What follows belongs to an exercise in optimizing a design on an open flow for small area, a short achievable clock period and few clock cycles per item; a production flow would make more cautious choices. At most, simulation tests tie the RTL to the original design; equivalence was not proved. The RTL of runs 1 to 5 was laid out without a check of its function. No activity file was given, so power comes from the tool's default toggle rates.

File: flow/config.mk
export PLATFORM = sky130hd
export DESIGN_NAME = byte_pattern_replace_core
export DESIGN_NICKNAME = byte_pattern_replace_core
export VERILOG_FILES = /design/flow/design.v
export SDC_FILE = /design/flow/constraint.sdc
export NUM_CORES = 4
export LEC_CHECK = 0
export CAP_MARGIN = 20
export CORE_MARGIN = 2
export CORE_UTILIZATION = 55
export CTS_BUF_LIST = sky130_fd_sc_hd__clkbuf_8
export SETUP_SLACK_MARGIN = 4.0
export SLEW_MARGIN = 20
export TNS_END_PERCENT = 20
File: flow/constraint.sdc
create_clock -name core_clock -period 6.5 [get_ports {clock}]
set_input_delay 1.3000 -clock core_clock [delete_from_list [all_inputs] [get_ports {clock}]]
set_output_delay 1.3000 -clock core_clock [all_outputs]
set_load 0.01 [all_outputs]
File: flow/design.v
package bpr_pkg;
   localparam int unsigned PAT_BYTES = 16;
endpackage
module byte_pattern_replace_core (
   input  logic        clock,
   input  logic        reset,
   input  logic        req_valid,
   output logic        req_ready,
   input  logic [8:0]  req_data,
   output logic        rsp_valid,
   input  logic        rsp_ready,
   output logic [26:0] rsp_data,
   input  logic        csr_write_en,
   input  logic [2:0]  csr_index,
   input  logic [63:0] csr_write_data
);
   localparam int N = 17;    
   logic [15:0][7:0] pat_q, rpl_q;
   logic [4:0]       len_q;      
   logic [15:0]      lim_q;
   logic [63:0]      wd;
   logic [5:0]       cfg_en;
   assign wd = csr_write_data & {64{~reset}};
   always_comb begin
      for (int k = 0; k < 6; k++)
         cfg_en[k] = reset | (csr_write_en && csr_index == 3'(k));
   end
   always_ff @(posedge clock) begin
      if (cfg_en[0]) pat_q[7:0]  <= wd;
      if (cfg_en[1]) pat_q[15:8] <= wd;
      if (cfg_en[2]) rpl_q[7:0]  <= wd;
      if (cfg_en[3]) rpl_q[15:8] <= wd;
      if (cfg_en[4]) len_q <= (wd[4] && wd[3:0] != 4'd0) ? 5'd16 : wd[4:0];
      if (cfg_en[5]) lim_q <= wd[15:0];
   end
   logic [3:0]  lm1;
   logic        lz, l1, lim0;
   logic [15:0] len_oh;     
   logic [N-1:0] len_lt;    
   always_comb begin
      lm1  = 4'(len_q - 5'd1);
      lz   = len_q == 5'd0;
      l1   = len_q == 5'd1;
      lim0 = lim_q == 16'd0;
      for (int j = 0; j < 16; j++) len_oh[j] = len_q == 5'(j + 1);
      for (int p = 0; p < N; p++) len_lt[p] = 5'(p) < len_q;
   end
   logic        ib_v, ib_rp, ib_e;
   logic        rs1;         
   logic [7:0]  ib_b;
   logic [15:0] eq_q;        
   logic        dlast;       
   logic [N-1:0][7:0] qb;
   logic [N-1:0] qe, qr, qn;
   logic [4:0]  occ;         
   logic        room;        
   logic        has_com;     
   logic [3:0]  fill;        
   logic [4:0]  rix;         
   logic [15:0] dv;          
   logic [15:0] cnt_in;      
   logic        allow_q;     
   logic        full_q;      
   logic        ready_q;
   logic        rp_go;
   logic [4:0]  rp_left;
   logic        x_inc;
   logic        ov, o_rep, o_rend, o_done;
   logic [7:0]  o_byte;
   logic [15:0] cnt_out;
   logic        run_start, prev_done;
   logic [3:0]  rep_idx;
   logic        accept, push, load, rp_read;
   logic [15:0] dn, dv_n;
   logic        eql, hit, do_rep, full, clr, emit;
   logic        dnl, dvl, dlast_n;
   logic [3:0]  fill_new;
   logic        rend0, x_set;
   logic [N-1:0] rend_set;
   logic [7:0]  ib_in;
   logic [15:0] eq_in;
   logic [15:0] cnt_p1;
   logic        allow_cmp, f0_ge, f1_ge;
   assign accept = req_valid && ready_q;
   assign push   = ib_v && !ib_rp && room;
   always_comb begin
      dn[0] = eq_q[0];
      for (int j = 1; j < 16; j++) dn[j] = dv[j-1] && eq_q[j];
      eql     = |(eq_q & len_oh);
      hit     = eql && (dlast || l1);
      do_rep  = hit && allow_q;
      full    = full_q;
      clr     = ib_e || do_rep;
      emit    = clr || lz || full;     
      if (clr || lz)  fill_new = 4'd0;
      else if (full)  fill_new = lm1;
      else            fill_new = fill + 4'd1;
      rend0 = clr || lz || (full && l1);
      rend_set = '0;
      for (int p = 1; p < 16; p++)
         rend_set[p] = len_oh[p] && full && !clr;
      x_set = do_rep && ({1'b0, fill} >= len_q);
      cnt_p1    = cnt_in + 16'd1;
      allow_cmp = lim0 || (cnt_in < lim_q);
      f0_ge     = !lz && (fill >= lm1);
      f1_ge     = !lz && ({1'b0, fill} + 5'd1 >= {1'b0, lm1});
      if (csr_write_en)       dv_n = '0;
      else if (push)          dv_n = clr ? 16'd0 : dn;
      else if (ib_v && ib_rp) dv_n = dn;
      else                    dv_n = dv;
      dnl = |(dn[14:0] & len_oh[15:1]);
      dvl = |(dv[14:0] & len_oh[15:1]);
      if (csr_write_en)       dlast_n = 1'b0;
      else if (push)          dlast_n = !clr && dnl;
      else if (ib_v && ib_rp) dlast_n = dnl;
      else                    dlast_n = dvl;
   end
   logic [7:0]  ent_b;
   logic        ent_e, ent_r, ent_n;
   logic [15:0] base, cnt_run;
   logic        gt1;
   always_comb begin
      load  = has_com && (!ov || rsp_ready);
      ent_b = qb[rix];
      ent_e = qe[rix];
      ent_r = qr[rix];
      ent_n = qn[rix];
      base    = prev_done ? 16'd0 : cnt_out;
      gt1     = occ > {1'b0, fill} + 5'd1;
      cnt_run = ((ent_r || x_inc) && base != 16'hFFFF) ? base + 16'd1 : base;
      rp_read = (rp_left != 5'd0) && !csr_write_en;
      ib_in   = rs1 ? ib_b : req_data[8:1];
      for (int j = 0; j < 16; j++) eq_in[j] = ib_in == pat_q[j];
   end
   logic [4:0] occ_n, rix_n;
   logic [4:0] rp_left_n;
   logic       rp_go_n, ib_v_n, room_n;
   always_comb begin
      case ({push, load})
         2'b10:   occ_n = occ + 5'd1;
         2'b01:   occ_n = occ - 5'd1;
         default: occ_n = occ;
      endcase
      if (rp_read) rix_n = rix - 5'd1;
      else case ({push, load})
         2'b10:   rix_n = occ;
         2'b01:   rix_n = occ - 5'd2;
         default: rix_n = occ - 5'd1;
      endcase
      rp_go_n   = csr_write_en && (fill != 4'd0 || ib_v);
      rp_left_n = csr_write_en ? 5'd0 : rp_go ? {1'b0, fill} : rp_read ? rp_left - 5'd1 : rp_left;
      ib_v_n    = accept || rs1 || (ib_v && !ib_rp && !push);
      if (occ < 5'(N - 1))       room_n = 1'b1;
      else if (occ == 5'(N - 1)) room_n = load || !push;
      else                       room_n = load && !push;
   end
   always_ff @(posedge clock) begin
      if (reset) begin
         ib_v      <= 1'b0;
         ib_rp     <= 1'b0;
         rs1       <= 1'b0;
         occ       <= '0;
         room      <= 1'b1;
         has_com   <= 1'b0;
         fill      <= '0;
         rix       <= 5'h1F;
         cnt_in    <= '0;
         allow_q   <= 1'b1;
         full_q    <= 1'b0;
         ready_q   <= 1'b0;
         rp_go     <= 1'b0;
         rp_left   <= '0;
         x_inc     <= 1'b0;
         ov        <= 1'b0;
         cnt_out   <= '0;
         run_start <= 1'b1;
         prev_done <= 1'b0;
         rep_idx   <= '0;
      end else begin
         ib_v    <= ib_v_n;
         if (accept) ib_rp <= 1'b0;
         else if (rs1) ib_rp <= 1'b1;
         rs1     <= rp_read;
         occ     <= occ_n;
         room    <= room_n;
         has_com <= (push && emit) || (load ? gt1 : has_com);
         rix     <= rix_n;
         rp_go   <= rp_go_n;
         rp_left <= rp_left_n;
         ready_q <= (csr_write_en ? (fill == 4'd0 && !ib_v) : rp_go ? (fill == 4'd0) : (rp_left == 5'd0))
                    && (!ib_v_n || room_n);
         if (push) begin
            fill   <= fill_new;
            cnt_in <= ib_e ? 16'd0 : (do_rep && cnt_in != 16'hFFFF) ? cnt_p1 : cnt_in;
            allow_q <= ib_e || (do_rep ? (lim0 || cnt_p1 != lim_q) : allow_cmp);
            full_q  <= (clr || lz) ? l1 : (full ? !lz : f1_ge);
         end else begin
            allow_q <= allow_cmp;
            full_q  <= f0_ge;
         end
         if (push && x_set) x_inc <= 1'b1;
         else if (load && run_start) x_inc <= 1'b0;
         ov <= load || (ov && !rsp_ready);
         if (load) begin
            run_start <= ent_n;
            prev_done <= ent_n && ent_e;
            if (run_start) cnt_out <= cnt_run;
            if (ent_r) rep_idx <= (rep_idx == lm1) ? 4'd0 : rep_idx + 4'd1;
         end
      end
   end
   always_ff @(posedge clock) begin
      if (accept) begin
         ib_b <= req_data[8:1];
         ib_e <= req_data[0];
      end else if (rp_read) begin
         ib_b <= ent_b;
         ib_e <= 1'b0;
      end
      if (accept || rs1) eq_q <= eq_in;
      dv    <= dv_n;
      dlast <= dlast_n;
      if (push) begin
         qb[0] <= ib_b;
         qe[0] <= ib_e;
         qr[0] <= do_rep;
         qn[0] <= rend0;
         for (int p = 1; p < N; p++) begin
            qb[p] <= qb[p-1];
            qe[p] <= qe[p-1];
            qr[p] <= qr[p-1] || (do_rep && len_lt[p]);
            qn[p] <= qn[p-1] || rend_set[p];
         end
      end
      if (load) begin
         o_byte <= ent_r ? rpl_q[rep_idx] : ent_b;
         o_rep  <= ent_r;
         o_rend <= ent_n;
         o_done <= ent_n && ent_e;
      end
   end
   assign req_ready = ready_q;
   assign rsp_valid = ov;
   assign rsp_data  = {o_byte, o_rep, o_rend, o_done, cnt_out};
endmodule
File: flow/flow/run.sh
#!/bin/bash
# The standard layout, with the port buffers made from buf_4 cells instead of the
# resizer's default choice.  standard.sh's output goes to standard.log.
set -e
export BUFFER_PORTS_ARGS="-buffer_cell sky130_fd_sc_hd__buf_4"
bash standard.sh > standard.log 2>&1
File: flow/standard.sh
#!/bin/bash
# synth_recipe.tcl (not shown) runs the flow's synth.tcl, then flattens the netlist and writes it again
# the make line also repeats each setting of config.mk as NAME=value (left out here)
make -C /OpenROAD-flow-scripts/flow DESIGN_CONFIG=/design/flow/config.mk WORK_HOME=/design/flow/orfs CLKGATE_MAP_FILE= SYNTH_SCRIPT=/design/flow/synth_recipe.tcl "${@:-finish}"
==> results of run 1 <==
-- metrics by stage --
step | instances | util | cell area [um2] | setup WS, ps
floorplan | 1891 | - | 26340 | 1945
global placement | 2544 | 0.5853 | 27770 | 2477
detailed placement | 2544 | 0.5853 | 27770 | 2433
CTS | 2776 | 0.6418 | 30450 | 3804
global route | 2779 | 0.6433 | 30520 | 3740
finish | 2779 | 0.6433 | 30520 | 3838
-- flip-flops by register name (all words and copies together), names as in the netlist, 8 cells and up --
| register | cells |
|---|---|
| o_byte | 8 |
| lim_q | 16 |
| qr | 17 |
| ib_b | 8 |
| rpl_q | 128 |
| dv | 15 |
| qb | 136 |
| qn | 17 |
| pat_q | 128 |
| eq_q | 16 |
| cnt_in | 16 |
| qe | 17 |
| cnt_out | 16 |
-- logic make-up after synthesis --
group	count (synthesis)
xor+xnor	179
fa+ha+maj	52
compound gates	263
mux	134
flops	584
buf+inv	150
simple gates	529
-- cell type report --
| class | count | area (um2) |
|---|---|---|
| fill | 3650 | 16920 |
| sequential | 584 | 16710 |
| multi-input combinational | 1158 | 9295 |
| timing repair buffer | 188 | 1598 |
| clock buffer | 109 | 1500 |
| tap | 615 | 769.5 |
| clock inverter | 73 | 417.9 |
| inverter | 50 | 225.2 |
| antenna | 2 | 5.005 |
-- report_power, final --
group / switching [mW] / internal (mW) / total [mW]
Sequential: 0.128 / 4.34 / 4.46
Clock: 1.50 / 1.67 / 3.16
Combinational: 0.545 / 0.412 / 0.957
-- layout by cell type (no fill, tap or decap), types with 7 or more instances in the layout --
master / n
o21bai_1: 11
clkbuf_8: 109
or3_1: 7
o21a_1: 8
nor4_1: 7
mux4_2: 75
a21oi_1: 68
nor3_1: 16
xor2_1: 140
mux2i_1: 24
nor2_1: 96
nand3b_1: 7
a211oi_1: 9
clkinv_1: 22
nand3_1: 38
a21o_1: 14
buf_4: 162
nand2b_1: 17
o211ai_1: 9
edfxtp_1: 500
clkinv_2: 15
a31o_2: 11
o21ai_0: 49
nand2_1: 138
ha_1: 47
nor2b_1: 81
xnor2_1: 39
nand4_1: 53
a31oi_1: 11
a311oi_1: 8
buf_6: 15
and3_1: 12
dfxtp_1: 79
o31ai_1: 7
mux2_2: 25
mux2i_2: 8
inv_1: 68
-- critical path: cells and delay by family, from the launching register on --
kind            cells  cell delay (ps)
compound gates      3              720
buf+inv             4              530
flops               1              450
simple gates        3              690
-- repair_timing --
action,4_1_cts,5_1_grt
buffers inserted,46,0
pin swaps,15,3
endpoints found under the hold margin,0,0
gates resized for setup,87,11
endpoints found under the setup margin,690,358
cloned,4,1
-- metal layers --
metal | part of all wire | vias up | track usage
met3 | 0.060 | 129 | 0.04814
met2 | 0.48 | 587 | 0.4397
li1 | - | 7534 | -
met5 | 0 | - | 0
met4 | 0.033 | 0 | 0.09829
met1 | 0.43 | 8314 | 0.3727
-- path summary, 6_finish.rpt --
| check | startpoint | endpoint | slack (ps) | cells past startpoint |
|---|---|---|---|---|
| setup / recovery | len_q[1] | qn[0] | 3840 | 10 |
| hold / removal | qb[28] | qb[36] | 430 | 0 |
| setup reg to reg | len_q[1] | qn[0] | 3840 | 10 |
| hold reg to reg | qb[28] | qb[36] | 430 | 0 |
==> flow_summary.json, run 1 <==
{
  "outcome": "complete, no violations",
  "die_y_um": 222.6,
  "postSynthCellCount": 1891,
  "clockRootBuffer": "clkbuf_8",
  "cts.sinks": 584,
  "end_kind": "flop",
  "holdWs_ps": 428.3,
  "yosys.area_share.simple": 0.1030,
  "slew_headroom": 0.3017,
  "cellLeakagePower_nw": 11.04,
  "viasPerCell": 5.960,
  "synth_xor_area_frac": 0.05966,
  "yosysUniqueCellTypes": 74,
  "grt_antenna_before_repair": 3,
  "critical_path_class": "reg -> reg",
  "power_mw": 8.586,
  "antenna_left": 0,
  "synth-compound-area-share": 0.06594,
  "place.gp.congestion": 0.8887,
  "max_freq_ghz": 0.3757,
  "clk-insertion-delay-late_ps": 700,
  "dieArea_mm2": 0.04955,
  "cts_tree": "built",
  "finalCritPeriodShare": 0.4095,
  "synth_top_cell_by_area": "edfxtp_1",
  "cp_cell_sequence": "buf_6, and2_4, and3_1, a2111o_1, o21ai_2, buf_6, inv_8, or3_4, buf_6, a21o_1",
  "drt_iter0_drc": 1274,
  "wl_um": 66850,
  "synth_nets": 2024,
  "grt_pass1_vias": 16574,
  "crit_arrival_ps": 3100,
  "syn_area_per_cell_um2": 13.90,
  "powerDensity_mw_per_mm2": 281.3,
  "yosysTopAreaCellShare": 0.5713,
  "die_w_um": 222.6,
  "finalMaxSlewViolations": 0,
  "coreArea_mm2": 0.04745,
  "grt_pass1_wl_um": 100600,
  "cap_violations": 0,
  "clockBufferDepth": 3,
  "synth_top_family_by_area": "simple AND/OR/NAND/NOR gates",
  "synth_area_mm2": 0.02628,
  "initial_core_util": 0.5539,
  "path_common_cell": "buf_6",
  "async_flop_share": 0,
  "start_kind": "flop",
  "port_buffers": 109,
  "first_pass_iters": 5,
  "setup_viol": 0,
  "synth_mux_area_frac": 0.08803,
  "grt_max_degree": 145,
  "ir_drop_mv": 0.2238,
  "ys_ff_latch": 584,
  "drive_above_1_share": 0.2350,
  "hold_class": "reg -> reg",
  "clk_pin_slew_ps": 60,
  "crit_fanout": 6,
  "ys_top_cells_by_count": "500 x edfxtp_1, 141 x nand2_1, 140 x xor2_1, 99 x nor2_1, 85 x nor2b_1",
  "yosysMostFrequentCell": "edfxtp_1",
  "synth_top_flop_cell": "edfxtp_1",
  "min_period_ps": 2662,
  "ys_seq_area_frac": 0.6353,
  "overflow": 0,
  "cp_slowest_cell": "edfxtp_1",
  "dpl.hpwl_um": 44130,
  "netlist_top_cells_area": "edfxtp_1 57%, mux4_2 6.4%, dfxtp_1 6.4%",
  "critPathRequiredTime_ps": 6940,
  "boundaryPins": 110,
  "grtUsageTotal": 0.2718,
  "hold_viol": 0,
  "ctsHoldBuffers": 0,
  "fin_setup_tns_ps": 0,
  "slowest_delay_ps": 450,
  "numCtsBuffers": 98,
  "htreeDepth": 3,
  "rsz0062_at_grt": "yes",
  "vias": 16564,
  "drc": 0,
  "synthAdderAreaFrac": 0.02476,
  "syn_to_final_growth_pct": 16.14,
  "worst_pin_slew_ps": 1045,
  "synth-edff-count": 500,
  "yosys_warnings": 1,
  "skew_ps": 36.20,
  "fp-row-count": 80,
  "nNetsFinal": 2213,
  "wl_per_cell_um": 24.06
}
==> run 2, diff against run 1 <==
==> flow/flow/run.sh (replaced) <==
#!/bin/bash
# The standard layout, with the port buffers made from buf_2 cells instead of the
# resizer's default choice.  standard.sh's output goes to standard.log.
set -e
export BUFFER_PORTS_ARGS="-buffer_cell sky130_fd_sc_hd__buf_2"
bash standard.sh > standard.log 2>&1
==> flow_summary.json, run 2 <==
{
  "outcome": "complete, no violations",
  "dpl.hpwl_um": 44370,
  "grtUsageTotal": 0.2790,
  "min_to": "qe[14]",
  "drive_above_1_share": 0.2460,
  "syn_to_final_growth_pct": 16.37,
  "synth_top_flop_cell": "edfxtp_1",
  "grt_pass1_wl_um": 102600,
  "reg2regPathDepth": 12,
  "die_y_um": 222.6,
  "crit_fanout": 5,
  "vias": 16732,
  "worst_r2r_endpoint": "full_q",
  "finalCritPeriodShare": 0.4102,
  "yosysUniqueCellTypes": 74,
  "r2r_slack_ps": 3830,
  "synth-edff-count": 500,
  "die_w_um": 222.6,
  "htreeDepth": 3,
  "cap_violations": 0,
  "postSynthCellCount": 1891,
  "netlist_top_cells_area": "edfxtp_1 57%, mux4_2 6.4%, dfxtp_1 6.4%",
  "cp_cell_sequence": "buf_6, buf_6, ha_4, nand3b_1, a21oi_1, a2111o_1, o21ai_4, inv_4, or3_4, buf_6, mux2i_1, o31ai_1",
  "antenna_left": 0,
  "ys_top_cells_by_count": "500 x edfxtp_1, 141 x nand2_1, 140 x xor2_1, 99 x nor2_1, 85 x nor2b_1",
  "hold_class": "reg -> reg",
  "hp-start": "qe[13]",
  "yosysMostFrequentCell": "edfxtp_1",
  "clockRootBuffer": "clkbuf_8",
  "grt_max_degree": 75,
  "boundaryPins": 110,
  "min_period_ps": 2666,
  "largestRegisters": "qb: 136 flops, pat_q: 128 flops, rpl_q: 128 flops",
  "finalMaxSlewViolations": 0,
  "start_kind": "flop",
  "overflow": 0,
  "hold_depth": 0,
  "critical_path_class": "reg -> reg",
  "fin_setup_tns_ps": 0,
  "drt_iter0_drc": 1578,
  "synth_nets": 2024,
  "critPathRequiredTime_ps": 7090,
  "first_pass_iters": 5,
  "drc": 0,
  "coreArea_mm2": 0.04745,
  "yosys_warnings": 1,
  "ys_ff_latch": 584,
  "ir_drop_mv": 0.1726,
  "place.gp.congestion": 0.9040,
  "fp-row-count": 80,
  "cellLeakagePower_nw": 11.08,
  "clk-insertion-delay-late_ps": 710,
  "powerDensity_mw_per_mm2": 280.4,
  "postLayoutCoreUtil": 0.6446,
  "setup_viol": 0,
  "skew_ps": 39.60,
  "yosysTopAreaCellShare": 0.5713,
  "cts.sinks": 584,
  "cts_tree": "built",
  "timing.rr.start": "len_q[1]",
  "max_freq_ghz": 0.3751,
  "nNetsFinal": 2235,
  "port_buffers": 109,
  "wl_per_cell_um": 24.34,
  "grt_antenna_before_repair": 2,
  "wl_um": 68150,
  "viasPerCell": 5.976,
  "ctsHoldBuffers": 0,
  "holdWs_ps": 438.3,
  "worst_pin_slew_ps": 1105,
  "hold_viol": 0,
  "largest_reg_flops": 136,
  "rsz0062_at_grt": "yes",
  "clk_pin_slew_ps": 60,
  "ys_seq_area_frac": 0.6353,
  "synth_top_cell_by_area": "edfxtp_1",
  "power_mw": 8.574,
  "slowest_delay_ps": 450,
  "async_flop_share": 0,
  "numCtsBuffers": 99,
  "most-common-layout-cells": "500 x edfxtp_1, 140 x xor2_1, 136 x nand2_1, 108 x buf_2, 103 x clkbuf_8",
  "end_kind": "flop",
  "synth_area_mm2": 0.02628,
  "path_common_cell": "buf_6",
  "clockBufferDepth": 3,
  "grt_pass1_vias": 16696,
  "initial_core_util": 0.5539,
  "slew_headroom": 0.2625,
  "crit_arrival_ps": 3250,
  "cp_slowest_cell": "a2111o_1",
  "layout_commonest_cell": "edfxtp_1",
  "top_register": "qb",
  "dieArea_mm2": 0.04955,
  "syn_area_per_cell_um2": 13.90,
  "fill_cells": 3651
}
==> run 2: cell count changes in the layout (fill, tap and decap cells not counted), moves of 4 or more <==
cell      before  now
clkinv_1      22   32
buf_12         3    9
buf_4        162   69
a311oi_1       8    3
buf_2          2  108
dfxtp_2        1    5
clkinv_2      15    7
clkbuf_8     109  103
a311oi_2       0    5
==> run 2: power breakdown <==
part	leakage [nW]	switching, mW	internal, mW
Clock	1.05	1.50	1.63
Combinational	4.58	0.566	0.413
Sequential	5.44	0.123	4.34
==> run 2: layout make-up <==
type                            count  area (um2)  share of cell area
Timing Repair Buffer              208        1555             0.05085
Clock buffer                      103        1418             0.04635
Multi-Input combinational cell   1159        9442              0.3087
Inverter                           50       225.2            0.007364
Antenna cell                        2       5.005           0.0001636
Sequential cell                   584       16710              0.5465
Tap cell                          615       769.5             0.02516
Clock inverter                     79       455.4             0.01489
==> run 2: worst max-delay path by stage <==
| stage | start | to | slack [ps] | depth (start not counted) |
|---|---|---|---|---|
| 6_report | len_q[1] | full_q | 3830 | 12 |
| 5_1_grt | cnt_in[1] | allow_q | 3750 | 7 |
| 4_1_cts | len_q[1] | full_q | 3880 | 12 |
| 3_5_place_dp | rsp_ready | rix[3] | 2410 | 9 |
| 3_3_place_gp | rsp_ready | rix[3] | 2460 | 9 |
| 2_1_floorplan | ib_v | rix[1] | 1940 | 8 |
==> run 2: critical path: cells and delay by family, from the launching register on <==
kind	cells	cell delay, ps
muxes	1	100
DFF	1	400
and+or+nand+nor	2	450
adders and majority gates	1	170
AOI/OAI and AO/OA	4	960
buffers and inverters	4	470
==> run 2: metal layers <==
metal / wire (um) / track usage
met1: 29330 / 0.3838
met2: 32500 / 0.4441
met3: 4003 / 0.05290
met4: 2317 / 0.1074
met5: 0 / 0
==> run 2: repair_timing <==
action / in CTS / in global routing
gates resized for setup: 114 / 19
endpoints found under the setup margin: 524 / 439
setup buffers: 59 / 8
pin swaps: 29 / 5
gates cloned: 5 / 0
==> run 2: per-stage QoR <==
stage,cell area [um2],instances,worst slack (ps)
floorplan,26340,1891,1945
global placement,27490,2544,2456
detailed placement,27490,2544,2413
CTS,30430,2790,3879
global route,30580,2800,3751
finish,30580,2800,3834
==> run 2: cell families after synthesis <==
group,synth area share
and+or+nand+nor,0.1030
DFF,0.6353
muxes,0.08803
adders and majority gates,0.02476
AOI/OAI and AO/OA,0.06594
xor gates and xnor gates,0.05966
buffers and inverters,0.02328
==> run 3, diff against run 2 <==
--- a/flow/design.v
+++ b/flow/design.v
@@ -134,7 +134,7 @@
    end
    logic [4:0] occ_n, rix_n;
    logic [4:0] rp_left_n;
-   logic       rp_go_n, ib_v_n, room_n;
+   logic       rp_go_n, ib_v_n;
    always_comb begin
       case ({push, load})
          2'b10:   occ_n = occ + 5'd1;
@@ -150,9 +150,6 @@
       rp_go_n   = csr_write_en && (fill != 4'd0 || ib_v);
       rp_left_n = csr_write_en ? 5'd0 : rp_go ? {1'b0, fill} : rp_read ? rp_left - 5'd1 : rp_left;
       ib_v_n    = accept || rs1 || (ib_v && !ib_rp && !push);
-      if (occ < 5'(N - 1))       room_n = 1'b1;
-      else if (occ == 5'(N - 1)) room_n = load || !push;
-      else                       room_n = load && !push;
    end
    always_ff @(posedge clock) begin
       if (reset) begin
@@ -182,13 +179,13 @@
          else if (rs1) ib_rp <= 1'b1;
          rs1     <= rp_read;
          occ     <= occ_n;
-         room    <= room_n;
+         room    <= occ_n < 5'(N);
          has_com <= (push && emit) || (load ? gt1 : has_com);
          rix     <= rix_n;
          rp_go   <= rp_go_n;
          rp_left <= rp_left_n;
          ready_q <= (csr_write_en ? (fill == 4'd0 && !ib_v) : rp_go ? (fill == 4'd0) : (rp_left == 5'd0))
-                    && (!ib_v_n || room_n);
+                    && (!ib_v_n || occ_n < 5'(N));
          if (push) begin
             fill   <= fill_new;
             cnt_in <= ib_e ? 16'd0 : (do_rep && cnt_in != 16'hFFFF) ? cnt_p1 : cnt_in;
==> flow/run.sh (new file) <==
#!/bin/bash
# synth_recipe.tcl (not shown) runs the flow's synth.tcl, then flattens the netlist and writes it again
# the make line also repeats each setting of config.mk as NAME=value (left out here)
make -C /OpenROAD-flow-scripts/flow DESIGN_CONFIG=/design/flow/config.mk WORK_HOME=/design/flow/orfs CLKGATE_MAP_FILE= SYNTH_SCRIPT=/design/flow/synth_recipe.tcl finish
--- a/flow/config.mk
+++ b/flow/config.mk
@@ -8,7 +8,7 @@
 export CAP_MARGIN = 20
 export CORE_MARGIN = 2
 export CORE_UTILIZATION = 55
-export CTS_BUF_LIST = sky130_fd_sc_hd__clkbuf_8
+export CTS_BUF_LIST = sky130_fd_sc_hd__clkbuf_4 sky130_fd_sc_hd__clkbuf_8
 export SETUP_SLACK_MARGIN = 4.0
 export SLEW_MARGIN = 20
 export TNS_END_PERCENT = 20
removed: flow/flow/run.sh
removed: flow/standard.sh
==> flow_summary.json, run 3 <==
{
  "critical_path_class": "in -> reg",
  "skew_ps": 22.25,
  "wl_per_cell_um": 23.91,
  "initial_core_util": 0.5539,
  "worst_pin_slew_ps": 1112,
  "dieArea_mm2": 0.04965,
  "cap_violations": 0,
  "max_freq_ghz": 0.3808,
  "coreArea_mm2": 0.04755,
  "clk_pin_slew_ps": 60,
  "grtUsageTotal": 0.2669,
  "antenna_left": 0,
  "nNetsFinal": 2199,
  "layout_commonest_cell": "edfxtp_1",
  "async_flop_share": 0,
  "top_register": "qb",
  "cellLeakagePower_nw": 11.21,
  "cts.sinks": 584,
  "clk-insertion-delay-late_ps": 680,
  "seq_area_mm2": 0.01675,
  "largest_reg_flops": 136,
  "cts_tree": "built",
  "setup_viol": 0,
  "slew_headroom": 0.2556,
  "end_kind": "flop",
  "ys_ff_latch": 584,
  "largestRegisters": "qb: 136 flops, pat_q: 128 flops, rpl_q: 128 flops",
  "syn_to_final_growth_pct": 18.27,
  "dpl.hpwl_um": 41120,
  "multi_input_comb_area_mm2": 0.009519,
  "netlist_top_cells_area": "edfxtp_1 57%, mux4_2 6.8%, dfxtp_1 6.4%",
  "ys_seq_area_frac": 0.6340,
  "ys_top_cells_by_count": "500 x edfxtp_1, 146 x xor2_1, 94 x nand2_1, 94 x nor2_1, 85 x nor2b_1",
  "fin_setup_tns_ps": 0,
  "die_y_um": 222.8,
  "grt_pass1_wl_um": 99340,
  "drc": 0,
  "yosysUniqueCellTypes": 85,
  "rsz0062_at_grt": "yes",
  "postSynthCellCount": 1849,
  "powerDensity_mw_per_mm2": 268.3,
  "viasPerCell": 5.966,
  "htreeDepth": 3,
  "most-common-layout-cells": "500 x edfxtp_1, 146 x xor2_1, 100 x clkbuf_8, 89 x nor2_1, 88 x nand2_1",
  "yosysTopAreaCellShare": 0.5702,
  "crit_arrival_ps": 2940,
  "finalMaxSlewViolations": 0,
  "first_pass_iters": 7,
  "fp-row-count": 80,
  "synth-edff-count": 500,
  "synth_top_flop_cell": "edfxtp_1",
  "synth_top_cell_by_area": "edfxtp_1",
  "min_period_ps": 2626,
  "grt_pass1_vias": 16198,
  "port_buffers": 109,
  "syn_area_per_cell_um2": 14.24,
  "outcome": "complete, no violations",
  "numCtsBuffers": 97,
  "synth_area_mm2": 0.02633,
  "synth_nets": 1981,
  "wl_um": 65930,
  "overflow": 0,
  "fin_ws_ps": 3874,
  "place.gp.congestion": 0.8682,
  "ir_drop_mv": 0.2234,
  "fill_cells": 3488,
  "finalCritPeriodShare": 0.4040,
  "yosys_warnings": 1,
  "dp_worst_setup_slack_ps": 2204,
  "clockRootBuffer": "clkbuf_8",
  "hold_viol": 0,
  "die_w_um": 222.8,
  "ctsHoldBuffers": 0,
  "yosysMostFrequentCell": "edfxtp_1",
  "start_kind": "primary input",
  "grt_max_degree": 76,
  "crit_fanout": 64,
  "drt_iter0_drc": 1332,
  "vias": 16449,
  "grt_antenna_before_repair": 3,
  "clockBufferDepth": 3,
  "critPathRequiredTime_ps": 6810,
  "drive_above_1_share": 0.2317,
  "boundaryPins": 110,
  "hold_class": "reg -> reg"
}
run 3: critical path, cell delays in order:
cell	delay, ps
clkdlybuf4s50_1	570
inv_1	210
nor2_1	210
nand2_1	150
nand2_8	400
run 3: cells by family (layout without fill, tap and decap cells):
kind of cell | Yosys count | in the layout | synth area share
other | 0 | 1 | 0
DFF | 584 | 584 | 0.6340
AOI/OAI and AO/OA | 260 | 262 | 0.06671
buffers and inverters | 144 | 433 | 0.02385
adders and majority gates | 51 | 51 | 0.02423
xor gates and xnor gates | 182 | 182 | 0.06053
and+or+nand+nor | 498 | 499 | 0.1031
muxes | 130 | 130 | 0.08757
run 3: stage by stage:
| step | hold WS, ps | std cells | util | total power [mW] | instance area, um2 |
|---|---|---|---|---|---|
| 2_1_floorplan | 420.7 | 1849 | - | 4.956 | 26560 |
| 3_3_place_gp | 424.9 | 2500 | 0.5914 | 5.212 | 28120 |
| 3_5_place_dp | 428.5 | 2500 | 0.5914 | 5.230 | 28120 |
| 4_1_cts | 442.6 | 2724 | 0.6478 | 8.426 | 30800 |
| 5_1_grt | 450.7 | 2757 | 0.6551 | 8.671 | 31140 |
| 6_report | 441.9 | 2757 | 0.6551 | 8.357 | 31140 |
run 3: timing repair:
item | CTS | global route
setup endpoints to repair | 458 | 362
gates resized for setup | 183 | 94
gates cloned | 8 | 0
buffers inserted | 43 | 32
pin swaps | 31 | 17
run 3: cell type report:
type                       count  area share
sequential                   584      0.5379
multi-input combinational   1124      0.3056
timing repair buffer         215     0.06492
clock buffer                 115     0.04781
tap                          615     0.02471
clock inverter                58     0.01137
inverter                      43    0.006990
timing repair inverter         2   0.0005624
antenna                        1  0.00008035
run 3: metal layers:
layer,global-route usage,vias to the layer above,wire (um)
met5,0,-,0
met4,0.07469,0,1907
met3,0.04681,127,3732
met2,0.4401,543,31800
met1,0.3679,8263,28490
li1,-,7516,-
run 3: worst paths after layout:
check,end,depth (start not counted),start,slack [ps]
setup / recovery,pat_q[89],5,csr_index[0],3870
setup reg to reg,dv[4],10,len_q[0],3920
hold reg to reg,qb[96],0,qb[88],440
hold / removal,qb[96],0,qb[88],440
run 3: where the power goes:
group          switching [mW]  total (mW)  internal (mW)  leakage, nW
registers               0.108        4.42           4.31         5.44
clock network            1.48        3.12           1.64        0.977
logic                   0.465       0.816          0.350         4.79
==> run 4, diff against run 3 <==
--- a/flow/design.v
+++ b/flow/design.v
@@ -46,7 +46,6 @@
       for (int p = 0; p < N; p++) len_lt[p] = 5'(p) < len_q;
    end
    logic        ib_v, ib_rp, ib_e;
-   logic        rs1;         
    logic [7:0]  ib_b;
    logic [15:0] eq_q;        
    logic        dlast;       
@@ -77,8 +76,6 @@
    logic [3:0]  fill_new;
    logic        rend0, x_set;
    logic [N-1:0] rend_set;
-   logic [7:0]  ib_in;
-   logic [15:0] eq_in;
    logic [15:0] cnt_p1;
    logic        allow_cmp, f0_ge, f1_ge;
    assign accept = req_valid && ready_q;
@@ -129,8 +126,7 @@
       gt1     = occ > {1'b0, fill} + 5'd1;
       cnt_run = ((ent_r || x_inc) && base != 16'hFFFF) ? base + 16'd1 : base;
       rp_read = (rp_left != 5'd0) && !csr_write_en;
-      ib_in   = rs1 ? ib_b : req_data[8:1];
-      for (int j = 0; j < 16; j++) eq_in[j] = ib_in == pat_q[j];
+      for (int j = 0; j < 16; j++) eq_q[j] = ib_b == pat_q[j];
    end
    logic [4:0] occ_n, rix_n;
    logic [4:0] rp_left_n;
@@ -149,13 +145,12 @@
       endcase
       rp_go_n   = csr_write_en && (fill != 4'd0 || ib_v);
       rp_left_n = csr_write_en ? 5'd0 : rp_go ? {1'b0, fill} : rp_read ? rp_left - 5'd1 : rp_left;
-      ib_v_n    = accept || rs1 || (ib_v && !ib_rp && !push);
+      ib_v_n    = accept || rp_read || (ib_v && !ib_rp && !push);
    end
    always_ff @(posedge clock) begin
       if (reset) begin
          ib_v      <= 1'b0;
          ib_rp     <= 1'b0;
-         rs1       <= 1'b0;
          occ       <= '0;
          room      <= 1'b1;
          has_com   <= 1'b0;
@@ -176,16 +171,14 @@
       end else begin
          ib_v    <= ib_v_n;
          if (accept) ib_rp <= 1'b0;
-         else if (rs1) ib_rp <= 1'b1;
-         rs1     <= rp_read;
+         else if (rp_read) ib_rp <= 1'b1;
          occ     <= occ_n;
          room    <= occ_n < 5'(N);
          has_com <= (push && emit) || (load ? gt1 : has_com);
          rix     <= rix_n;
          rp_go   <= rp_go_n;
          rp_left <= rp_left_n;
-         ready_q <= (csr_write_en ? (fill == 4'd0 && !ib_v) : rp_go ? (fill == 4'd0) : (rp_left == 5'd0))
-                    && (!ib_v_n || occ_n < 5'(N));
+         ready_q <= !rp_go_n && rp_left_n == 5'd0 && (!ib_v_n || occ_n < 5'(N));
          if (push) begin
             fill   <= fill_new;
             cnt_in <= ib_e ? 16'd0 : (do_rep && cnt_in != 16'hFFFF) ? cnt_p1 : cnt_in;
@@ -214,7 +207,6 @@
          ib_b <= ent_b;
          ib_e <= 1'b0;
       end
-      if (accept || rs1) eq_q <= eq_in;
       dv    <= dv_n;
       dlast <= dlast_n;
       if (push) begin
--- a/flow/config.mk
+++ b/flow/config.mk
@@ -8,7 +8,5 @@
 export CAP_MARGIN = 20
 export CORE_MARGIN = 2
 export CORE_UTILIZATION = 55
-export CTS_BUF_LIST = sky130_fd_sc_hd__clkbuf_4 sky130_fd_sc_hd__clkbuf_8
 export SETUP_SLACK_MARGIN = 4.0
 export SLEW_MARGIN = 20
-export TNS_END_PERCENT = 20
==> flow_summary.json, run 4 <==
{
  "outcome": "complete, no violations",
  "rsz0062_at_grt": "yes",
  "boundaryPins": 110,
  "skew_ps": 26.09,
  "vias": 16129,
  "cts.sinks": 567,
  "die_y_um": 220.7,
  "largestRegisters": "qb: 136 flops, pat_q: 128 flops, rpl_q: 128 flops",
  "powerDensity_mw_per_mm2": 272.7,
  "grt_pass1_vias": 15624,
  "ys_top_cells_by_count": "484 x edfxtp_1, 144 x xnor2_1, 132 x nand2_1, 92 x o21ai_0, 84 x mux4_2",
  "max_freq_ghz": 0.3502,
  "fin_ws_ps": 3645,
  "grtUsageTotal": 0.2661,
  "dieArea_mm2": 0.04869,
  "grt_antenna_before_repair": 0,
  "synth_top_flop_cell": "edfxtp_1",
  "initial_core_util": 0.5558,
  "synth_top_cell_by_area": "edfxtp_1",
  "crit_fanout": 7,
  "synth-edff-count": 484,
  "wl_um": 64560,
  "grt_pass1_wl_um": 96570,
  "critical_path_class": "reg -> reg",
  "dpl.hpwl_um": 40160,
  "cellLeakagePower_nw": 10.92,
  "syn_to_final_growth_pct": 21.40,
  "cap_violations": 0,
  "drt_iter0_drc": 1371,
  "clk_pin_slew_ps": 60,
  "ys_ff_latch": 567,
  "yosysTopAreaCellShare": 0.5629,
  "postSynthCellCount": 1831,
  "critPathRequiredTime_ps": 6860,
  "top_register": "qb",
  "yosysMostFrequentCell": "edfxtp_1",
  "wl_per_cell_um": 23.69,
  "clk-insertion-delay-late_ps": 620,
  "hold_class": "reg -> reg",
  "yosysUniqueCellTypes": 93,
  "most-common-layout-cells": "484 x edfxtp_1, 135 x xnor2_1, 120 x nand2_1, 105 x buf_4, 84 x mux4_2",
  "clockBufferDepth": 3,
  "first_pass_iters": 5,
  "fin_setup_tns_ps": 0,
  "largest_reg_flops": 136,
  "crit_arrival_ps": 3210,
  "synth_nets": 1964,
  "yosys_warnings": 1,
  "end_kind": "flop",
  "worst_pin_slew_ps": 1080,
  "dpl_cell_area_mm2": 0.02728,
  "htreeDepth": 2,
  "overflow": 0,
  "holdWs_ps": 442.2,
  "ir_drop_mv": 0.2788,
  "coreArea_mm2": 0.04646,
  "place.gp.congestion": 0.8808,
  "setup_viol": 0,
  "clockRootBuffer": "clkbuf_16",
  "start_kind": "flop",
  "cts_tree": "built",
  "async_flop_share": 0,
  "syn_area_per_cell_um2": 14.10,
  "viasPerCell": 5.919,
  "dp_worst_setup_slack_ps": 1895,
  "grt_max_degree": 191,
  "drc": 0,
  "ctsHoldBuffers": 0,
  "finalMaxSlewViolations": 0,
  "finalCritPeriodShare": 0.4392,
  "drive_above_1_share": 0.2546,
  "layout_commonest_cell": "edfxtp_1",
  "netlist_top_cells_area": "edfxtp_1 56%, mux4_2 7.3%, dfxtp_1 6.4%",
  "ys_seq_area_frac": 0.6273,
  "postLayoutCoreUtil": 0.6747,
  "die_w_um": 220.7,
  "synth_area_mm2": 0.02582,
  "port_buffers": 109,
  "dp_cells": 2475,
  "hold_viol": 0,
  "fp-row-count": 79,
  "numCtsBuffers": 59,
  "nNetsFinal": 2202,
  "power_mw": 8.546,
  "slew_headroom": 0.2798,
  "min_period_ps": 2855,
  "antenna_left": 0,
  "final_cells": 2725,
  "final_area_mm2": 0.03134
}
[run 4: changes by cell type in the layout (fill, tap and decap cells not counted), sizes merged, moves of 13 or more]
cell / change
o21ai: +40
a21oi: -20
buf: +53
clkinvlp: +13
clkbuf: -47
nor4: +13
xnor2: +108
xor2: -108
clkinv: -28
nand2: +37
nor2: -14
o21bai: +14
mux2i: -17
edfxtp: -16
[run 4: cell families after synthesis]
kind of cell,Yosys count,share of synthesized area
fa+ha+maj,52,0.02520
mux,114,0.08490
xor+xnor,182,0.06174
flops,567,0.6273
compound gates,269,0.07008
simple gates,490,0.09736
buf+inv,157,0.03344
[run 4: critical path: stages, from the launching register on]
cell	delay (ps)
edfxtp_1	470
buf_6	180
clkbuf_16	170
buf_4	140
xnor2_1	120
nand4_1	130
nor2_2	80
a211oi_2	340
nand4_4	190
o21bai_4	180
buf_12	140
buf_4	100
buf_6	80
a21oi_1	40
or2_4	230
[run 4: worst paths after layout]
path / start / end / slack, ps / depth (start not counted)
hold reg to reg: qb[97] / qb[105] / 440 / 0
setup reg to reg: ib_b[5] / qr[5] / 3640 / 14
hold / removal: qb[97] / qb[105] / 440 / 0
setup / recovery: ib_b[5] / qr[5] / 3640 / 14
[run 4: report_power, final]
| group | internal [mW] | switching [mW] | total [mW] | leakage, nW |
|---|---|---|---|---|
| sequential | 4.19 | 0.105 | 4.30 | 5.29 |
| clock | 1.87 | 1.42 | 3.29 | 0.882 |
| combinational | 0.437 | 0.523 | 0.961 | 4.75 |
| total | 6.50 | 2.05 | 8.55 | 10.9 |
[run 4: layout make-up]
cell class | count | area, um2
Clock buffer | 70 | 1518
Clock inverter | 39 | 347.8
Antenna cell | 1 | 2.502
Fill cell | 3337 | 15110
Sequential cell | 567 | 16230
Timing Repair Buffer | 271 | 2694
Inverter | 57 | 232.7
Multi-Input combinational cell | 1113 | 9554
Tap cell | 607 | 759.5
[run 4: per-layer routing]
| layer | wire length, um | part of all wire | GRT usage |
|---|---|---|---|
| met5 | 0 | 0 | 0 |
| met3 | 4087 | 0.063 | 0.04357 |
| met2 | 31290 | 0.48 | 0.4332 |
| met1 | 27630 | 0.43 | 0.3753 |
| met4 | 1553 | 0.024 | 0.07000 |
[run 4: what timing repair did]
action	CTS	global route
setup buffers	106	25
pin swaps	63	31
gates resized for setup	298	77
cloned	7	2
endpoints found under the setup margin	458	299
==> run 5, diff against run 4 <==
--- a/flow/design.v
+++ b/flow/design.v
@@ -46,8 +46,10 @@
       for (int p = 0; p < N; p++) len_lt[p] = 5'(p) < len_q;
    end
    logic        ib_v, ib_rp, ib_e;
+   logic        rs1;         
    logic [7:0]  ib_b;
    logic [15:0] eq_q;        
+   logic        eql_q;       
    logic        dlast;       
    logic [N-1:0][7:0] qb;
    logic [N-1:0] qe, qr, qn;
@@ -71,11 +73,12 @@
    logic [3:0]  rep_idx;
    logic        accept, push, load, rp_read;
    logic [15:0] dn, dv_n;
-   logic        eql, hit, do_rep, full, clr, emit;
-   logic        dnl, dvl, dlast_n;
+   logic        hit, do_rep, full, clr, emit;
    logic [3:0]  fill_new;
    logic        rend0, x_set;
    logic [N-1:0] rend_set;
+   logic [7:0]  ib_in;
+   logic [15:0] eq_in;
    logic [15:0] cnt_p1;
    logic        allow_cmp, f0_ge, f1_ge;
    assign accept = req_valid && ready_q;
@@ -83,8 +86,7 @@
    always_comb begin
       dn[0] = eq_q[0];
       for (int j = 1; j < 16; j++) dn[j] = dv[j-1] && eq_q[j];
-      eql     = |(eq_q & len_oh);
-      hit     = eql && (dlast || l1);
+      hit     = eql_q && (dlast || l1);
       do_rep  = hit && allow_q;
       full    = full_q;
       clr     = ib_e || do_rep;
@@ -105,12 +107,6 @@
       else if (push)          dv_n = clr ? 16'd0 : dn;
       else if (ib_v && ib_rp) dv_n = dn;
       else                    dv_n = dv;
-      dnl = |(dn[14:0] & len_oh[15:1]);
-      dvl = |(dv[14:0] & len_oh[15:1]);
-      if (csr_write_en)       dlast_n = 1'b0;
-      else if (push)          dlast_n = !clr && dnl;
-      else if (ib_v && ib_rp) dlast_n = dnl;
-      else                    dlast_n = dvl;
    end
    logic [7:0]  ent_b;
    logic        ent_e, ent_r, ent_n;
@@ -126,7 +122,8 @@
       gt1     = occ > {1'b0, fill} + 5'd1;
       cnt_run = ((ent_r || x_inc) && base != 16'hFFFF) ? base + 16'd1 : base;
       rp_read = (rp_left != 5'd0) && !csr_write_en;
-      for (int j = 0; j < 16; j++) eq_q[j] = ib_b == pat_q[j];
+      ib_in   = rs1 ? ib_b : req_data[8:1];
+      for (int j = 0; j < 16; j++) eq_in[j] = ib_in == pat_q[j];
    end
    logic [4:0] occ_n, rix_n;
    logic [4:0] rp_left_n;
@@ -145,12 +142,13 @@
       endcase
       rp_go_n   = csr_write_en && (fill != 4'd0 || ib_v);
       rp_left_n = csr_write_en ? 5'd0 : rp_go ? {1'b0, fill} : rp_read ? rp_left - 5'd1 : rp_left;
-      ib_v_n    = accept || rp_read || (ib_v && !ib_rp && !push);
+      ib_v_n    = accept || rs1 || (ib_v && !ib_rp && !push);
    end
    always_ff @(posedge clock) begin
       if (reset) begin
          ib_v      <= 1'b0;
          ib_rp     <= 1'b0;
+         rs1       <= 1'b0;
          occ       <= '0;
          room      <= 1'b1;
          has_com   <= 1'b0;
@@ -171,14 +169,15 @@
       end else begin
          ib_v    <= ib_v_n;
          if (accept) ib_rp <= 1'b0;
-         else if (rp_read) ib_rp <= 1'b1;
+         else if (rs1) ib_rp <= 1'b1;
+         rs1     <= rp_read;
          occ     <= occ_n;
          room    <= occ_n < 5'(N);
          has_com <= (push && emit) || (load ? gt1 : has_com);
          rix     <= rix_n;
          rp_go   <= rp_go_n;
          rp_left <= rp_left_n;
-         ready_q <= !rp_go_n && rp_left_n == 5'd0 && (!ib_v_n || occ_n < 5'(N));
+         ready_q <= !rp_go_n && rp_left_n == 5'd0 && !rp_read && (!ib_v_n || occ_n < 5'(N));
          if (push) begin
             fill   <= fill_new;
             cnt_in <= ib_e ? 16'd0 : (do_rep && cnt_in != 16'hFFFF) ? cnt_p1 : cnt_in;
@@ -207,8 +206,12 @@
          ib_b <= ent_b;
          ib_e <= 1'b0;
       end
+      if (accept || rs1) begin
+         eq_q  <= eq_in;
+         eql_q <= |(eq_in & len_oh);
+      end
       dv    <= dv_n;
-      dlast <= dlast_n;
+      dlast <= |(dv_n[14:0] & len_oh[15:1]);
       if (push) begin
          qb[0] <= ib_b;
          qe[0] <= ib_e;
==> flow_summary.json, run 5 <==
{
  "antenna_left": 0,
  "first_pass_iters": 16,
  "setup_viol": 0,
  "initial_core_util": 0.5583,
  "netlist_top_cells_area": "edfxtp_1 58%, mux4_2 8.0%, dfxtp_1 6.5%",
  "syn_area_per_cell_um2": 14.40,
  "ctsHoldBuffers": 0,
  "path_delay_family": "simple AND/OR/NAND/NOR gates",
  "finalCritPeriodShare": 0.4223,
  "largest_reg_flops": 136,
  "grt_pass1_vias": 15675,
  "yosys.area_share.simple": 0.09516,
  "fill_cells": 3307,
  "most-common-layout-cells": "500 x edfxtp_1, 113 x xor2_1, 105 x buf_4, 103 x nor2_1, 92 x mux4_2",
  "cts_tree": "built",
  "worst_pin_slew_ps": 1152,
  "clockBufferDepth": 3,
  "port_buffers": 109,
  "cp_cell_sequence": "buf_6, mux2i_4, buf_12, xnor2_2, nor2_1, and4_1, a32o_1, a21o_1, or4_1",
  "cp_slowest_cell": "or4_1",
  "dieArea_mm2": 0.04911,
  "numCtsBuffers": 60,
  "layout_commonest_cell": "edfxtp_1",
  "dp_worst_setup_slack_ps": 1630,
  "top_register": "qb",
  "synth_top_flop_cell": "edfxtp_1",
  "hold_viol": 0,
  "drt_iter0_drc": 1598,
  "fp-row-count": 79,
  "ys_seq_area_frac": 0.6410,
  "outcome": "complete, no violations",
  "die_y_um": 221.6,
  "wl_um": 65480,
  "synth_xor_area_frac": 0.05716,
  "postSynthCellCount": 1809,
  "ir_drop_mv": 0.2505,
  "synth_nets": 1941,
  "overflow": 0,
  "fin_setup_tns_ps": 0,
  "clockRootBuffer": "clkbuf_16",
  "ys_top_cells_by_count": "500 x edfxtp_1, 113 x xor2_1, 108 x nor2_1, 92 x mux4_2",
  "coreArea_mm2": 0.04665,
  "antenna_cells": 0,
  "grt_pass1_wl_um": 96880,
  "grt_antenna_before_repair": 0,
  "syn_to_final_growth_pct": 22.41,
  "critPathRequiredTime_ps": 6850,
  "yosysUniqueCellTypes": 71,
  "synth-compound-area-share": 0.06379,
  "start_kind": "primary input",
  "clk_pin_slew_ps": 60,
  "yosys_warnings": 1,
  "viasPerCell": 5.928,
  "synth_mux_area_frac": 0.09497,
  "synth_top_cell_by_area": "edfxtp_1",
  "synthAdderAreaFrac": 0.02450,
  "nNetsFinal": 2190,
  "holdWs_ps": 443.5,
  "clk-insertion-delay-late_ps": 630,
  "fin_ws_ps": 3755,
  "die_w_um": 221.6,
  "end_kind": "flop",
  "htreeDepth": 2,
  "min_period_ps": 2745,
  "place.gp.congestion": 0.8941,
  "crit_fanout": 7,
  "path_buf_inv": 2,
  "cellLeakagePower_nw": 11.43,
  "slew_headroom": 0.2304,
  "synth_top_family_by_area": "simple AND/OR/NAND/NOR gates",
  "largestRegisters": "qb: 136 flops, pat_q: 128 flops, rpl_q: 128 flops",
  "ys_ff_latch": 584,
  "hold_class": "reg -> reg",
  "finalMaxSlewViolations": 0,
  "yosysTopAreaCellShare": 0.5765,
  "drive_above_1_share": 0.2482,
  "boundaryPins": 110,
  "synth-edff-count": 500,
  "drc": 0,
  "grtUsageTotal": 0.2605,
  "powerDensity_mw_per_mm2": 275.4,
  "crit_arrival_ps": 3100,
  "slowest_delay_ps": 510,
  "cap_violations": 0,
  "skew_ps": 19.36,
  "max_freq_ghz": 0.3643,
  "yosysMostFrequentCell": "edfxtp_1",
  "async_flop_share": 0,
  "dpl.hpwl_um": 39140,
  "critical_path_class": "in -> reg",
  "rsz0062_at_grt": "yes",
  "wl_per_cell_um": 24.12,
  "grt_max_degree": 92,
  "vias": 16089,
  "cts.sinks": 584,
  "synth_area_mm2": 0.02605
}
-- run 5: cell count changes after synthesis, sizes merged, moves of 12 or more --
cell	delta
a21oi	+38
and3	+13
buf	-25
clkbuf	+18
edfxtp	+16
mux2	+17
mux2i	-12
nand2	-54
nor2	+27
nor3	-22
o21ai	-39
xnor2	-87
xor2	+75
-- run 5: cell families after synthesis --
group	count (synthesis)
compound gates	262
xor+xnor	170
fa+ha+maj	51
buf+inv	149
flops	584
mux	127
simple gates	466
-- run 5: worst paths after layout --
check / start / to / slack [ps] / cells past startpoint
worst max register to register: rs1 / eql_q / 3810 / 9
worst min register to register: qb[56] / qb[64] / 440 / 0
worst max-delay path: req_data[2] / eql_q / 3760 / 9
worst min-delay path: qb[56] / qb[64] / 440 / 0
-- run 5: layout make-up --
type,instances,area [um2],share of cell area
Clock inverter,40,344.1,0.01079
Tap cell,607,759.5,0.02382
Clock buffer,71,1564,0.04905
Timing Repair inverter,1,5.005,0.0001570
Timing Repair Buffer,268,2803,0.08790
Sequential cell,584,16740,0.5249
Multi-Input combinational cell,1084,9428,0.2957
Inverter,59,245.2,0.007691
-- run 5: layer usage --
| layer | track usage | wire (um) |
|---|---|---|
| met3 | 0.03777 | 3559 |
| met1 | 0.3687 | 28260 |
| met2 | 0.4205 | 31780 |
| met4 | 0.08413 | 1875 |
| met5 | 0 | 0 |
-- run 5: worst register-to-register path: stages, from the launching register on --
cell,delay (ps)
dfxtp_1,320
buf_6,250
mux2i_4,400
buf_12,190
xnor2_2,120
nor2_1,60
and4_1,200
a32o_1,230
a21o_1,150
or4_1,510
-- run 5: report_power, final --
part	switching (mW)	internal [mW]
clock network	1.44	1.92
registers	0.125	4.35
logic	0.504	0.450
total	2.07	6.71
-- run 5: through the flow --
stage / utilization / power, mW / area [um2] / std cells
6_report: 0.6834 / 8.782 / 31880 / 2714
5_1_grt: 0.6834 / 9.079 / 31880 / 2714
4_1_cts: 0.6684 / 8.775 / 31180 / 2673
3_5_place_dp: 0.5957 / 5.299 / 27790 / 2450
3_3_place_gp: 0.5957 / 5.283 / 27790 / 2450
2_1_floorplan: - / 5.033 / 26320 / 1809
-- run 5: what timing repair did --
action                                 CTS  global route
buffers inserted                       103            32
setup endpoints to repair              728           228
gates resized for setup                249            81
pin swaps                               34            33
endpoints found under the hold margin    0             0
gates cloned                             9             9
==> run 6, diff against run 5 <==
--- a/flow/design.v
+++ b/flow/design.v
@@ -39,17 +39,18 @@
    logic [N-1:0] len_lt;    
    always_comb begin
       lm1  = 4'(len_q - 5'd1);
-      lz   = len_q == 5'd0;
-      l1   = len_q == 5'd1;
       lim0 = lim_q == 16'd0;
-      for (int j = 0; j < 16; j++) len_oh[j] = len_q == 5'(j + 1);
       for (int p = 0; p < N; p++) len_lt[p] = 5'(p) < len_q;
+   end
+   always_ff @(posedge clock) begin
+      lz <= len_q == 5'd0;
+      l1 <= len_q == 5'd1;
+      for (int j = 0; j < 16; j++) len_oh[j] <= len_q == 5'(j + 1);
    end
    logic        ib_v, ib_rp, ib_e;
    logic        rs1;         
    logic [7:0]  ib_b;
    logic [15:0] eq_q;        
-   logic        eql_q;       
    logic        dlast;       
    logic [N-1:0][7:0] qb;
    logic [N-1:0] qe, qr, qn;
@@ -73,7 +74,8 @@
    logic [3:0]  rep_idx;
    logic        accept, push, load, rp_read;
    logic [15:0] dn, dv_n;
-   logic        hit, do_rep, full, clr, emit;
+   logic        eql, hit, do_rep, full, clr, emit;
+   logic        dnl, dvl, dlast_n;
    logic [3:0]  fill_new;
    logic        rend0, x_set;
    logic [N-1:0] rend_set;
@@ -86,7 +88,8 @@
    always_comb begin
       dn[0] = eq_q[0];
       for (int j = 1; j < 16; j++) dn[j] = dv[j-1] && eq_q[j];
-      hit     = eql_q && (dlast || l1);
+      eql     = |(eq_q & len_oh);
+      hit     = eql && (dlast || l1);
       do_rep  = hit && allow_q;
       full    = full_q;
       clr     = ib_e || do_rep;
@@ -101,12 +104,18 @@
       x_set = do_rep && ({1'b0, fill} >= len_q);
       cnt_p1    = cnt_in + 16'd1;
       allow_cmp = lim0 || (cnt_in < lim_q);
-      f0_ge     = !lz && (fill >= lm1);
-      f1_ge     = !lz && ({1'b0, fill} + 5'd1 >= {1'b0, lm1});
+      f0_ge     = len_q != 5'd0 && (fill >= lm1);
+      f1_ge     = len_q != 5'd0 && ({1'b0, fill} + 5'd1 >= {1'b0, lm1});
       if (csr_write_en)       dv_n = '0;
       else if (push)          dv_n = clr ? 16'd0 : dn;
       else if (ib_v && ib_rp) dv_n = dn;
       else                    dv_n = dv;
+      dnl = |(dn[14:0] & len_oh[15:1]);
+      dvl = |(dv[14:0] & len_oh[15:1]);
+      if (csr_write_en)       dlast_n = 1'b0;
+      else if (push)          dlast_n = !clr && dnl;
+      else if (ib_v && ib_rp) dlast_n = dnl;
+      else                    dlast_n = dvl;
    end
    logic [7:0]  ent_b;
    logic        ent_e, ent_r, ent_n;
@@ -127,7 +136,7 @@
    end
    logic [4:0] occ_n, rix_n;
    logic [4:0] rp_left_n;
-   logic       rp_go_n, ib_v_n;
+   logic       rp_go_n, ib_v_n, room_n;
    always_comb begin
       case ({push, load})
          2'b10:   occ_n = occ + 5'd1;
@@ -143,6 +152,9 @@
       rp_go_n   = csr_write_en && (fill != 4'd0 || ib_v);
       rp_left_n = csr_write_en ? 5'd0 : rp_go ? {1'b0, fill} : rp_read ? rp_left - 5'd1 : rp_left;
       ib_v_n    = accept || rs1 || (ib_v && !ib_rp && !push);
+      if (occ < 5'(N - 1))       room_n = 1'b1;
+      else if (occ == 5'(N - 1)) room_n = load || !push;
+      else                       room_n = load && !push;
    end
    always_ff @(posedge clock) begin
       if (reset) begin
@@ -172,12 +184,13 @@
          else if (rs1) ib_rp <= 1'b1;
          rs1     <= rp_read;
          occ     <= occ_n;
-         room    <= occ_n < 5'(N);
+         room    <= room_n;
          has_com <= (push && emit) || (load ? gt1 : has_com);
          rix     <= rix_n;
          rp_go   <= rp_go_n;
          rp_left <= rp_left_n;
-         ready_q <= !rp_go_n && rp_left_n == 5'd0 && !rp_read && (!ib_v_n || occ_n < 5'(N));
+         ready_q <= (csr_write_en ? (fill == 4'd0 && !ib_v) : rp_go ? (fill == 4'd0) : (rp_left == 5'd0))
+                    && (!ib_v_n || room_n);
          if (push) begin
             fill   <= fill_new;
             cnt_in <= ib_e ? 16'd0 : (do_rep && cnt_in != 16'hFFFF) ? cnt_p1 : cnt_in;
@@ -206,12 +219,9 @@
          ib_b <= ent_b;
          ib_e <= 1'b0;
       end
-      if (accept || rs1) begin
-         eq_q  <= eq_in;
-         eql_q <= |(eq_in & len_oh);
-      end
+      if (accept || rs1) eq_q <= eq_in;
       dv    <= dv_n;
-      dlast <= |(dv_n[14:0] & len_oh[15:1]);
+      dlast <= dlast_n;
       if (push) begin
          qb[0] <= ib_b;
          qe[0] <= ib_e;
==> flow/flow/run.sh (new file) <==
#!/bin/bash
# The standard layout, with the port buffers made from buf_4 cells instead of the
# resizer's default choice.  standard.sh's output goes to standard.log.
set -e
export BUFFER_PORTS_ARGS="-buffer_cell sky130_fd_sc_hd__buf_4"
bash standard.sh > standard.log 2>&1
==> flow/standard.sh (new file) <==
#!/bin/bash
# synth_recipe.tcl (not shown) runs the flow's synth.tcl, then flattens the netlist and writes it again
# the make line also repeats each setting of config.mk as NAME=value (left out here)
make -C /OpenROAD-flow-scripts/flow DESIGN_CONFIG=/design/flow/config.mk WORK_HOME=/design/flow/orfs CLKGATE_MAP_FILE= SYNTH_SCRIPT=/design/flow/synth_recipe.tcl "${@:-finish}"
--- a/flow/config.mk
+++ b/flow/config.mk
@@ -8,5 +8,9 @@
 export CAP_MARGIN = 20
 export CORE_MARGIN = 2
 export CORE_UTILIZATION = 55
+export CTS_BUF_LIST = sky130_fd_sc_hd__clkbuf_8
+export CTS_CLUSTER_DIAMETER = 50
+export CTS_CLUSTER_SIZE = 16
 export SETUP_SLACK_MARGIN = 4.0
 export SLEW_MARGIN = 20
+export TNS_END_PERCENT = 20
removed: flow/run.sh
==> flow_summary.json, run 6 <==
{
  "min_to": "qb[101]",
  "critPathRequiredTime_ps": 5200,
  "cap_violations": 0,
  "timing.rr.start": "rix[1]",
  "drt_iter0_drc": 1435,
  "drive_above_1_share": 0.1989,
  "holdWs_ps": 442.5,
  "die_w_um": 223.2,
  "fill_cells": 3615,
  "clk_pin_slew_ps": 110,
  "clockRootBuffer": "clkbuf_8",
  "finalMaxSlewViolations": 0,
  "syn_to_final_growth_pct": 12.53,
  "grt_pass1_vias": 15321,
  "yosys_warnings": 1,
  "grt_antenna_before_repair": 1,
  "multi_input_comb_area_mm2": 0.009074,
  "most-common-layout-cells": "500 x edfxtp_1, 141 x xor2_1, 141 x buf_4, 116 x nor2_1, 104 x nand2_1",
  "cp_slowest_cell": "edfxtp_1",
  "dp_worst_setup_slack_ps": 2615,
  "dpl.hpwl_um": 41570,
  "internal-power_mw": 5.969,
  "skew_ps": 30.59,
  "die_y_um": 223.2,
  "ctsHoldBuffers": 0,
  "initial_core_util": 0.5560,
  "slew_headroom": 0.3610,
  "place.gp.congestion": 0.8752,
  "min_period_ps": 2626,
  "vias": 15801,
  "critical_path_class": "reg -> out",
  "port_buffers": 109,
  "end_kind": "output pin",
  "netSwitchingPower_mw": 2.067,
  "largest_reg_flops": 136,
  "rsz0062_at_grt": "yes",
  "powerDensity_mw_per_mm2": 270.1,
  "synth_top_cell_by_area": "edfxtp_1",
  "slowest_delay_ps": 450,
  "first_pass_iters": 5,
  "coreArea_mm2": 0.04755,
  "fin_ws_ps": 3874,
  "seq_area_mm2": 0.01706,
  "worst_r2r_endpoint": "cnt_out[12]",
  "grt_max_degree": 74,
  "ys_seq_area_frac": 0.6444,
  "nNetsFinal": 2120,
  "async_flop_share": 0,
  "sw_frac_of_total": 0.2572,
  "grtUsageTotal": 0.2571,
  "wl_per_cell_um": 24.02,
  "fp-row-count": 80,
  "antenna_left": 0,
  "ys_top_cells_by_count": "500 x edfxtp_1, 141 x xor2_1, 119 x nor2_1, 107 x nand2_1, 101 x dfxtp_1",
  "yosysTopAreaCellShare": 0.5679,
  "crit_arrival_ps": 1330,
  "layout_commonest_cell": "edfxtp_1",
  "postSynthCellCount": 1863,
  "pwr-share-comb": 0.101,
  "cp_cell_sequence": "buf_4",
  "outcome": "complete, no violations",
  "hold_depth": 0,
  "fin_setup_tns_ps": 0,
  "synth_top_flop_cell": "edfxtp_1",
  "hold_viol": 0,
  "final_cells": 2653,
  "clkPwrFrac": 0.332,
  "ir_drop_mv": 0.2007,
  "boundaryPins": 110,
  "largestRegisters": "qb: 136 flops, pat_q: 128 flops, rpl_q: 128 flops",
  "htreeDepth": 2,
  "start_kind": "flop",
  "synth-edff-count": 500,
  "drc": 0,
  "dp_cells": 2514,
  "yosysUniqueCellTypes": 72,
  "worst_pin_slew_ps": 957.1,
  "synth_nets": 1996,
  "numCtsBuffers": 58,
  "clk-insertion-delay-late_ps": 710,
  "path_delay_family": "flip-flops",
  "syn_area_per_cell_um2": 14.19,
  "ys_ff_latch": 601,
  "max_freq_ghz": 0.3808,
  "netlist_top_cells_area": "edfxtp_1 57%, dfxtp_1 7.6%, mux4_2 7.2%",
  "cellLeakagePower_nw": 10.45,
  "finalCritPeriodShare": 0.4040,
  "cts_tree": "built",
  "r2r_slack_ps": 3980,
  "synth_area_mm2": 0.02644,
  "reg2regPathDepth": 8,
  "path_buf_inv": 1,
  "dieArea_mm2": 0.04984,
  "overflow": 0,
  "wl_um": 63730,
  "setup_viol": 0,
  "yosysMostFrequentCell": "edfxtp_1",
  "crit_fanout": 1,
  "clockBufferDepth": 3,
  "viasPerCell": 5.956,
  "top_register": "qb",
  "postLayoutCoreUtil": 0.6257,
  "cts.sinks": 601,
  "hold_class": "reg -> reg",
  "p_seq_frac": 0.567,
  "hp-start": "qb[93]",
  "grt_pass1_wl_um": 95800
}
[run 6: cell types whose count changed in the layout (fill, tap and decap cells not counted), sizes merged, moves of 11 or more]
cell / previous run / this run
nand2: 84 / 107
and3: 25 / 11
xnor2: 57 / 33
clkinv: 30 / 6
nor2: 108 / 119
dfxtp: 84 / 101
mux2: 17 / 1
nand4: 37 / 55
clkdlybuf4s50: 69 / 0
buf: 188 / 157
xor2: 113 / 141
inv: 56 / 69
mux2i: 18 / 31
[run 6: power by group through the flow]
stage | Clock (mW) | Combinational, mW | Sequential [mW]
floorplan | 0 | 0.548 | 4.57
global placement | 0 | 0.737 | 4.66
detailed placement | 0 | 0.745 | 4.66
CTS | 2.73 | 0.811 | 4.56
global route | 2.86 | 0.889 | 4.58
finish | 2.66 | 0.813 | 4.56
[run 6: worst max path at each step]
stage	start	end	slack, ps	depth (start not counted)
6_report	o_byte[4]	rsp_data[23]	3870	1
5_1_grt	o_byte[0]	rsp_data[19]	3840	1
4_1_cts	ready_q	req_ready	3740	1
3_5_place_dp	reset	rpl_q[90]	2620	4
3_3_place_gp	reset	rpl_q[80]	2650	4
2_1_floorplan	csr_write_en	rpl_q[100]	3340	4
[run 6: repair_timing]
action                                  CTS  global route
hold endpoints to repair                  0             0
resized for setup                        28            27
setup buffers                            18             9
pin swaps                                 4             4
endpoints found under the setup margin  504            96
gates cloned                              1             0
[run 6: metrics by stage]
| step | area [um2] | power [mW] |
|---|---|---|
| 2_1_floorplan | 26600 | 5.120 |
| 3_3_place_gp | 27880 | 5.397 |
| 3_5_place_dp | 27880 | 5.408 |
| 4_1_cts | 29560 | 8.100 |
| 5_1_grt | 29750 | 8.328 |
| 6_report | 29750 | 8.036 |
[run 6: kinds of logic after synthesis]
| kind of cell | synth area share |
|---|---|
| fa+ha+maj | 0.02461 |
| compound gates | 0.06233 |
| mux | 0.08372 |
| flops | 0.6444 |
| buf+inv | 0.02324 |
| xor+xnor | 0.05765 |
| simple gates | 0.1040 |
[run 6: layout make-up]
cell class	count	share of cell area
Clock inverter	46	0.01666
Clock buffer	63	0.02915
Inverter	43	0.006393
Antenna cell	2	0.0001682
Tap cell	615	0.02587
Timing Repair Buffer	157	0.04345
Sequential cell	601	0.5733
Multi-Input combinational cell	1126	0.3050
[run 6: metal layers]
| metal | share of wire | up-vias | track usage |
|---|---|---|---|
| met5 | 0 | - | 0 |
| met4 | 0.024 | 0 | 0.06430 |
| met3 | 0.052 | 97 | 0.03582 |
| met2 | 0.48 | 458 | 0.4148 |
| met1 | 0.45 | 7974 | 0.3731 |
| li1 | - | 7272 | - |
Testbench counts of run 6, summed over its fixed seeds: cycles 23,020, bytes 22,436.

re-timing with driven ports:
The results above use ideal ports. As a check the final layouts listed here were re-extracted and re-timed, cells and wires unchanged. Step 1 sets driving cells, clkbuf_16 on the clock port and buf_2 on the other inputs (assumed; they add their load-dependent delay and slew). Step 2 adds t to the input delays and takes it off the output delays; t is the mean of the earliest and latest rising clock arrival at the registers after step 1. Input paths then give back, and output paths get back, about the clock's delay inside the block. a / b / c = no drivers / after step 1 / after step 2; a / b = the first two.
run | shift t [ns] | setup WS [ns] | worst setup path at the end | cell pins on the clock port's net
run 1 | 0.744 | 3.838 / 3.821 / 3.213 | input to register | 1
run 2 | 0.744 | 3.834 / 3.834 / 3.169 | input to register | 1
run 3 | 0.726 | 3.874 / 3.868 / 3.177 | input to register | 1
run 4 | 0.663 | 3.645 / 3.645 / 3.208 | input to register | 1
run 5 | 0.672 | 3.755 / 3.781 / 3.109 | input to register | 1
run 6 | 0.748 | 3.874 / 3.822 / 3.275 | input to register | 1
After both steps setup and hold are still met in every run listed. For run 3, which loses most, drivers alone change the setup slack by -0.006 ns; drivers and shift together by -0.697 ns.
